This design comes from an exercise in tuning for a short achievable clock period and few clock cycles on the open sky130 flow, not from production work. RTL that was checked went through simulation tests only; none was proved equivalent to the original. The clock port is modelled as an ideal driver; clocking choices that lean on that would not hold on a real chip. Power figures rest on the tool's default switching activity, not on a simulated workload.

Setup of alpha:
## axiToAhbBridge
module axiToAhbBridge (
    input  wire                                 ACLK,
    input  wire                                 rst,
    input  wire                                 awValid,
    output logic                                awReady,
    input  wire [axiAhbPkg::IdWidth-1:0]        awId,
    input  wire [axiAhbPkg::AddrWidth-1:0]      awAddr,
    input  wire [axiAhbPkg::BeatIdxWidth-1:0]   awLen,
    input  wire axiAhbPkg::axiSize_e            awSize,
    input  wire                                 wValid,
    output logic                                wReady,
    input  wire [axiAhbPkg::DataWidth-1:0]      wData,
    input  wire                                 wLast,
    output logic                                bValid,
    input  wire                                 bReady,
    output logic [axiAhbPkg::IdWidth-1:0]       bId,
    output axiAhbPkg::axiResp_e                 bResp,
    input  wire                                 arValid,
    output logic                                arReady,
    input  wire [axiAhbPkg::IdWidth-1:0]        arId,
    input  wire [axiAhbPkg::AddrWidth-1:0]      arAddr,
    input  wire [axiAhbPkg::BeatIdxWidth-1:0]   arLen,
    input  wire axiAhbPkg::axiSize_e            arSize,
    output logic                                rValid,
    input  wire                                 rReady,
    output logic [axiAhbPkg::IdWidth-1:0]       rId,
    output logic [axiAhbPkg::DataWidth-1:0]     rData,
    output axiAhbPkg::axiResp_e                 rResp,
    output logic                                rLast,
    output logic [axiAhbPkg::AddrWidth-1:0]     hAddr,
    output logic                                hWrite,
    output logic [2:0]                          hSize,
    output axiAhbPkg::ahbTrans_e                hTrans,
    output logic [axiAhbPkg::DataWidth-1:0]     hWData,
    input  wire [axiAhbPkg::DataWidth-1:0]      hRData,
    input  wire                                 hReady,
    input  wire                                 hResp
);
Size in the first run: about 490 flip-flops, ~280 I/O pins, about 19000 µm² of cells after synthesis.
Settings: LEC_CHECK=0, ABC_CLOCK_PERIOD_IN_PS=2000, CAP_MARGIN=20, CORE_MARGIN=2, CORE_UTILIZATION=55, SETUP_SLACK_MARGIN=3.3, SLEW_MARGIN=20; clock period 5.5 ns.
standard.sh (not shown) runs the stock make flow with config.mk's settings and CLKGATE_MAP_FILE= SYNTH_SCRIPT=/design/flow/synth_recipe.tcl, a recipe that flattens the netlist after the stock synthesis.
==> flow/flow/run.sh <==
#!/bin/bash
# The standard layout, except that
#  - the port buffers are buf_4 cells (buffer_ports' default here is a delay
#    buffer, clkdlybuf4s50_1), and
#  - after clock tree synthesis the clock port drives the tree's first-level
#    buffers directly and timing is repaired again (see post_cts.tcl).
set -euo pipefail
cd "$(dirname "$0")/.."
export POST_CTS_TCL="$PWD/flow/post_cts.tcl"
export BUFFER_PORTS_ARGS="-buffer_cell sky130_fd_sc_hd__buf_4"
bash standard.sh finish > flow_make.log 2>&1
==> flow/flow/post_cts.tcl <==
set block [ord::get_db_block]
set clkNet [$block findNet ACLK]
set rootInst ""
set nIn 0
foreach it [$clkNet getITerms] {
  if {[$it isInputSignal]} { set rootInst [$it getInst]; incr nIn }
}
if {$nIn != 1} {
  puts "post_cts: the clock port feeds $nIn cell pins; tree left as it is"
  return
}
set rootOutNet ""
foreach it [$rootInst getITerms] {
  if {[$it isOutputSignal]} { set rootOutNet [$it getNet] }
}
set loads {}
foreach it [$rootOutNet getITerms] {
  if {[$it isInputSignal]} { lappend loads $it }
}
if {[llength $loads] > 4 || [llength [$rootOutNet getBTerms]] > 0} {
  puts "post_cts: root [$rootInst getName] drives [llength $loads] pins; tree left as it is"
  return
}
puts "post_cts: removing root buffer [$rootInst getName]; the clock port now drives [llength $loads] buffers"
foreach it $loads {
  $it disconnect
  $it connect $clkNet
}
foreach it [$rootInst getITerms] {
  if {[$it getNet] ne "NULL"} { $it disconnect }
}
odb::dbInst_destroy $rootInst
odb::dbNet_destroy $rootOutNet

# Repair timing again for the shorter clock paths, as the cts step does after
# clock tree synthesis, and legalize the placement.
estimate_parasitics -placement
report_clock_skew
repair_timing_helper
detailed_placement
check_placement -verbose
estimate_parasitics -placement
report_clock_skew
report_worst_slack -max
The inputs of beta differ from those of alpha as listed below.
diff --git a/flow/design.v b/flow/design.v
--- a/flow/design.v
+++ b/flow/design.v
@@ -94,37 +94,41 @@
     logic                 wEmpty;
     logic                 wReadyQ;    
     logic                 wFullQ;     
     logic                 bAct;
     logic                 hTransQ;
     logic                 hTransO;    
     logic                 hWriteI;
-    logic [11:0]          hAddrI;     
+    logic [AddrWidth-1:0] hAddrI;
     logic [2:0]           hSizeI;
     logic                 hWriteO;
     logic [AddrWidth-1:0] hAddrO;
     logic [2:0]           hSizeO;
     logic                 hLastQ;     
     logic [3:0]           curLeft;    
     logic [DataWidth-1:0] wdPend;     
     logic                 dpAct;
     logic                 dpWr;
     logic                 dpLast;
+    logic [DataWidth-1:0] hWDataS;    
     logic [DataWidth-1:0] hWDataO;
     logic                 wrBusy;     
     logic [IdWidth-1:0]   wrId;
     logic [IdWidth-1:0]   wrIdO;
     logic                 errAcc;
     logic                 bValidQ;
     logic                 bErrQ;
     logic                 bErrO;
     logic                 rdBusy;     
     logic [IdWidth-1:0]   rdId;
     logic [IdWidth-1:0]   rdIdO;
     logic                 rValidQ;
+    logic [DataWidth-1:0] rDataI;
+    logic                 rErrI;
+    logic                 rLastI;
     logic [DataWidth-1:0] rDataO;
     logic                 rErrO;
     logic                 rLastO;
     logic [DataWidth+1:0] rBuf [4];
     logic [1:0]           rWr;
     logic [1:0]           rRd;
     logic [4:0]           rCnt;       
@@ -238,19 +242,21 @@
     assign selAwIn   = !awFullQ && !wrBusy && awValid;
     assign selAr     = !selAwQ && !selAwIn;
     assign startAddr = ({AddrWidth{selAwQ}} & awAddrQ) | ({AddrWidth{selAwIn}} & awAddr)
                      | ({AddrWidth{selAr}} & arAddrS);
     assign startSize = ({3{selAwQ}} & awSizeQ) | ({3{selAwIn}} & awSize)
                      | ({3{selAr}} & arSizeS);
     assign advance   = hTransQ && hReady;
-    assign hAddrN    = {startAddr[31:12], bAct ? (advance ? addrInc : hAddrI) : startAddr[11:0]};
+    assign hAddrN    = bAct ? {hAddrI[31:12], advance ? addrInc : hAddrI[11:0]} : startAddr;
     assign hSizeN    = bAct ? hSizeI : startSize;
     assign hWriteN   = bAct ? hWriteI : wrSel;
     logic [DataWidth+1:0] rNext;
+    logic                 rLoadNew;
     assign rNext    = rEmpty ? {hRData, hResp, dpLast} : rBuf[rRd];
+    assign rLoadNew = rOutFree && (!rEmpty || rdDone);
     always_ff @(posedge ACLK)
     begin
         if (rst)
         begin
             awReadyQ <= 1'b1;
             arReadyQ <= 1'b1;
             awFullQ  <= 1'b0;
@@ -312,15 +318,15 @@
                 wrBusy <= 1'b0;
             if (wrDoneBeat && dpLast)
                 bValidQ <= 1'b1;
             else if (bReady)
                 bValidQ <= 1'b0;
             if (startRd)
                 rdBusy <= 1'b1;
-            else if (rValidQ && rReady && rLastO)
+            else if (rValidQ && rReady && rLastI)
                 rdBusy <= 1'b0;
             if (rOutFree)
                 rValidQ <= !rEmpty || rdDone;
             if (rPop)
                 rRd <= rRd + 2'd1;
             if (rPush)
                 rWr <= rWr + 2'd1;
@@ -342,15 +348,15 @@
         if (!arFullQ)
         begin
             arIdQ   <= arId;
             arAddrQ <= arAddr;
             arLenQ  <= arLen;
             arSizeQ <= arSize;
         end
-        if (!wFullQ)
+        if (wIn)
             wBuf[wWr] <= wData;
         if (canUpd)
         begin
             wdPend <= wHead;
             if (bAct)
             begin
                 if (hTransQ)
@@ -358,21 +364,21 @@
                     hAddrI[11:0] <= addrInc;
                     curLeft      <= curLeft - 4'd1;
                     hLastQ       <= (curLeft == 4'd1);
                 end
             end
             else if (wrSel)
             begin
-                hAddrI  <= startAddr[11:0];
+                hAddrI  <= startAddr;
                 curLeft <= awLenS;
                 hLastQ  <= (awLenS == 4'd0);
             end
             else
             begin
-                hAddrI  <= startAddr[11:0];
+                hAddrI  <= startAddr;
                 curLeft <= arLenS;
                 hLastQ  <= (arLenS == 4'd0);
             end
         end
         if (canUpd && !bAct)
         begin
             hWriteI <= wrSel;
@@ -394,19 +400,19 @@
         if (wrDoneBeat && dpLast && !bValidQ)
             bErrQ <= errAcc || hResp;
         bErrO <= (wrDoneBeat && dpLast) ? (errAcc || hResp) : bErrQ;
         wrIdO <= (!wrBusy && !bAct) ? awIdS : wrId;
         rdIdO <= (!rdBusy && !bAct) ? arIdS : rdId;
         hTransO <= canUpd ? (pres && !rst) : hTransQ;
         rBuf[rWr] <= {hRData, hResp, dpLast};
-        if (rOutFree)
-            {rDataO, rErrO, rLastO} <= rNext;
-        if (hReady)
-            hWDataO <= wdPend;
-        hAddrO[11:0] <= hAddrN[11:0];
-        if (!bAct)
-            hAddrO[31:12] <= hAddrN[31:12];
+        if (rLoadNew)
+            {rDataI, rErrI, rLastI} <= rNext;
+        if (hReady && hTransQ && hWriteI)
+            hWDataS <= wdPend;
+        hAddrO  <= hAddrN;
         hSizeO  <= hSizeN;
         hWriteO <= hWriteN;
+        hWDataO <= hReady ? wdPend : hWDataS;
+        {rDataO, rErrO, rLastO} <= rOutFree ? rNext : {rDataI, rErrI, rLastI};
     end
 endmodule
 `default_nettype wire
beta was carried through to the last stage, and its layout satisfied the timing, DRC and antenna checks. From alpha to beta the numbers moved as follows: worst hold margin +0.019 ns; number of flip-flops and latches in the synthesized netlist now larger; routed wirelength normalized by instance count shows a reduction of 0.67%; die area saw an increase; maximum number of pins on one net before global-route repair now larger. [beta] met2 track utilization from global routing rose 1.8 points relative to alpha. Hold-critical path depth (lower): alpha. Between alpha and beta, the post-synthesis adder-cell area fraction does not differ in any meaningful way. The total length of routed wires number comes out higher for beta vs alpha. Looking at share of post-route cells with drive strength above 1 across beta and alpha, the one that comes out higher is alpha. Relative area of non-clock buffer cells in the final design: beta and alpha compared, higher one is alpha. Final cell count went up by more than 10% going from alpha to beta.
Testbench counts of beta, summed over its fixed seeds: cycles 21,232.
Only the layout flow was run in alpha; the RTL was not checked for function there.

========
axiToAhbBridge, a different RTL version from the one above (not shown whole).
For scale: roughly 580 flip-flops, ~280 I/O pins.
## axiToAhbBridge
module axiToAhbBridge (
    input  wire                                 ACLK,
    input  wire                                 rst,
    input  wire                                 awValid,
    output logic                                awReady,
    input  wire [axiAhbPkg::IdWidth-1:0]        awId,
    input  wire [axiAhbPkg::AddrWidth-1:0]      awAddr,
    input  wire [axiAhbPkg::BeatIdxWidth-1:0]   awLen,
    input  wire axiAhbPkg::axiSize_e            awSize,
    input  wire                                 wValid,
    output logic                                wReady,
    input  wire [axiAhbPkg::DataWidth-1:0]      wData,
    input  wire                                 wLast,
    output logic                                bValid,
    input  wire                                 bReady,
    output logic [axiAhbPkg::IdWidth-1:0]       bId,
    output axiAhbPkg::axiResp_e                 bResp,
    input  wire                                 arValid,
    output logic                                arReady,
    input  wire [axiAhbPkg::IdWidth-1:0]        arId,
    input  wire [axiAhbPkg::AddrWidth-1:0]      arAddr,
    input  wire [axiAhbPkg::BeatIdxWidth-1:0]   arLen,
    input  wire axiAhbPkg::axiSize_e            arSize,
    output logic                                rValid,
    input  wire                                 rReady,
    output logic [axiAhbPkg::IdWidth-1:0]       rId,
    output logic [axiAhbPkg::DataWidth-1:0]     rData,
    output axiAhbPkg::axiResp_e                 rResp,
    output logic                                rLast,
    output logic [axiAhbPkg::AddrWidth-1:0]     hAddr,
    output logic                                hWrite,
    output logic [2:0]                          hSize,
    output axiAhbPkg::ahbTrans_e                hTrans,
    output logic [axiAhbPkg::DataWidth-1:0]     hWData,
    input  wire [axiAhbPkg::DataWidth-1:0]      hRData,
    input  wire                                 hReady,
    input  wire                                 hResp
);
export LEC_CHECK = 0
export ABC_CLOCK_PERIOD_IN_PS = 2000
export CAP_MARGIN = 20
export CORE_MARGIN = 2
export CORE_UTILIZATION = 55
export SETUP_SLACK_MARGIN = 3.3
export SLEW_MARGIN = 20
create_clock -name core_clock -period 5.5 [get_ports {ACLK}]
Scripts as last shown in full above: flow/flow/run.sh, flow/flow/post_cts.tcl
==> next run, changes <==
--- a/flow/design.v
+++ b/flow/design.v
@@ -94,16 +94,14 @@
     logic                 wEmpty;
     logic                 wReadyQ;    
     logic                 wFullQ;     
     logic                 bAct;
     logic                 hTransQ;
     logic                 hTransO;    
     logic                 hWriteI;
-    logic [AddrWidth-1:0] hAddrI;
-    logic [2:0]           hSizeI;
     logic                 hWriteO;
     logic [AddrWidth-1:0] hAddrO;
     logic [2:0]           hSizeO;
     logic                 hLastQ;     
     logic [3:0]           curLeft;    
     logic [DataWidth-1:0] wdPend;     
     logic                 dpAct;
@@ -216,22 +214,22 @@
     logic [11:0] onesBelow;   
     logic [11:0] carryIn;
     logic [11:0] addrInc;
     always_comb
     begin
         for (int i = 0; i < 12; i++)
         begin
-            sizeMask[i]  = (i >= int'(hSizeI));
-            onesBelow[i] = hAddrI[i] || !sizeMask[i];
+            sizeMask[i]  = (i >= int'(hSizeO));
+            onesBelow[i] = hAddrO[i] || !sizeMask[i];
         end
         carryIn[0] = sizeMask[0];
         for (int i = 1; i < 12; i++)
             carryIn[i] = sizeMask[i] && (&(onesBelow | ~((12'd1 << i) - 12'd1)));
         for (int i = 0; i < 12; i++)
-            addrInc[i] = carryIn[i] ? !hAddrI[i] : hAddrI[i];
+            addrInc[i] = carryIn[i] ? !hAddrO[i] : hAddrO[i];
     end
     logic                 selAwQ;
     logic                 selAwIn;
     logic                 selAr;
     logic [AddrWidth-1:0] startAddr;
     logic [2:0]           startSize;
     logic                 advance;
@@ -242,16 +240,16 @@
     assign selAwIn   = !awFullQ && !wrBusy && awValid;
     assign selAr     = !selAwQ && !selAwIn;
     assign startAddr = ({AddrWidth{selAwQ}} & awAddrQ) | ({AddrWidth{selAwIn}} & awAddr)
                      | ({AddrWidth{selAr}} & arAddrS);
     assign startSize = ({3{selAwQ}} & awSizeQ) | ({3{selAwIn}} & awSize)
                      | ({3{selAr}} & arSizeS);
     assign advance   = hTransQ && hReady;
-    assign hAddrN    = bAct ? {hAddrI[31:12], advance ? addrInc : hAddrI[11:0]} : startAddr;
-    assign hSizeN    = bAct ? hSizeI : startSize;
+    assign hAddrN    = bAct ? {hAddrO[31:12], advance ? addrInc : hAddrO[11:0]} : startAddr;
+    assign hSizeN    = bAct ? hSizeO : startSize;
     assign hWriteN   = bAct ? hWriteI : wrSel;
     logic [DataWidth+1:0] rNext;
     logic                 rLoadNew;
     assign rNext    = rEmpty ? {hRData, hResp, dpLast} : rBuf[rRd];
     assign rLoadNew = rOutFree && (!rEmpty || rdDone);
     always_ff @(posedge ACLK)
     begin
@@ -357,36 +355,32 @@
         if (canUpd)
         begin
             wdPend <= wHead;
             if (bAct)
             begin
                 if (hTransQ)
                 begin
-                    hAddrI[11:0] <= addrInc;
                     curLeft      <= curLeft - 4'd1;
                     hLastQ       <= (curLeft == 4'd1);
                 end
             end
             else if (wrSel)
             begin
-                hAddrI  <= startAddr;
                 curLeft <= awLenS;
                 hLastQ  <= (awLenS == 4'd0);
             end
             else
             begin
-                hAddrI  <= startAddr;
                 curLeft <= arLenS;
                 hLastQ  <= (arLenS == 4'd0);
             end
         end
         if (canUpd && !bAct)
         begin
             hWriteI <= wrSel;
-            hSizeI  <= startSize;
         end
         if (!wrBusy)
             wrId <= awIdS;
         if (!rdBusy)
             rdId <= arIdS;
         if (hReady)
         begin
@@ -396,16 +390,16 @@
         if (startWr)
             errAcc <= 1'b0;
         else if (wrDoneBeat)
             errAcc <= errAcc || hResp;
         if (wrDoneBeat && dpLast && !bValidQ)
             bErrQ <= errAcc || hResp;
         bErrO <= (wrDoneBeat && dpLast) ? (errAcc || hResp) : bErrQ;
-        wrIdO <= startWr ? awIdS : wrId;
-        rdIdO <= startRd ? arIdS : rdId;
+        wrIdO <= (!wrBusy && !bAct) ? awIdS : wrId;
+        rdIdO <= (!rdBusy && !bAct) ? arIdS : rdId;
         hTransO <= canUpd ? (pres && !rst) : hTransQ;
         rBuf[rWr] <= {hRData, hResp, dpLast};
         if (rLoadNew)
             {rDataI, rErrI, rLastI} <= rNext;
         if (hReady && hTransQ && hWriteI)
             hWDataS <= wdPend;
         hAddrO  <= hAddrN;
After rerunning: Design area went down by a few percent. Worst hold slack improved by 0.012 ns. Clock power went down by a few percent. Utilization went up by 0.86 points. Die area went down by a little under a tenth. Combinational power went down by a quarter to a third.
No functional check of the RTL was part of any run of this note.

[port drivers added, routing unchanged]
Ports are ideal in the flow. The routed layouts listed here were re-timed in OpenROAD. Step 1 sets driving cells, clkbuf_16 on the clock port and buf_2 on the other inputs (assumed; they add their load-dependent delay and slew). Step 2 moves the port delays by t, midway between the first and last clock arrival at a register: inputs arrive t later, outputs are due t later. That takes back most of the time a late clock gives input paths. Three values: no drivers, after step 1, after step 2; two values: the first two.
| run | shift t [ns] | setup slack, ns | latest minus earliest clock arrival (ns) |
|---|---|---|---|
| alpha | 0.479 | 3.338 / 3.329 / 2.927 | 0.020 / 0.020 |
| beta | 0.510 | 3.388 / 3.403 / 2.929 | 0.024 / 0.025 |
| the first run of note 2 | 0.518 | 3.311 / 3.360 / 2.842 | 0.017 / 0.018 |
| the second run of note 2 | 0.504 | 3.378 / 3.283 / 2.893 | 0.015 / 0.015 |
After both steps every run listed still meets setup and hold. For the second run of note 2, which loses most, drivers alone change the setup slack by -0.095 ns; drivers and shift together by -0.485 ns.
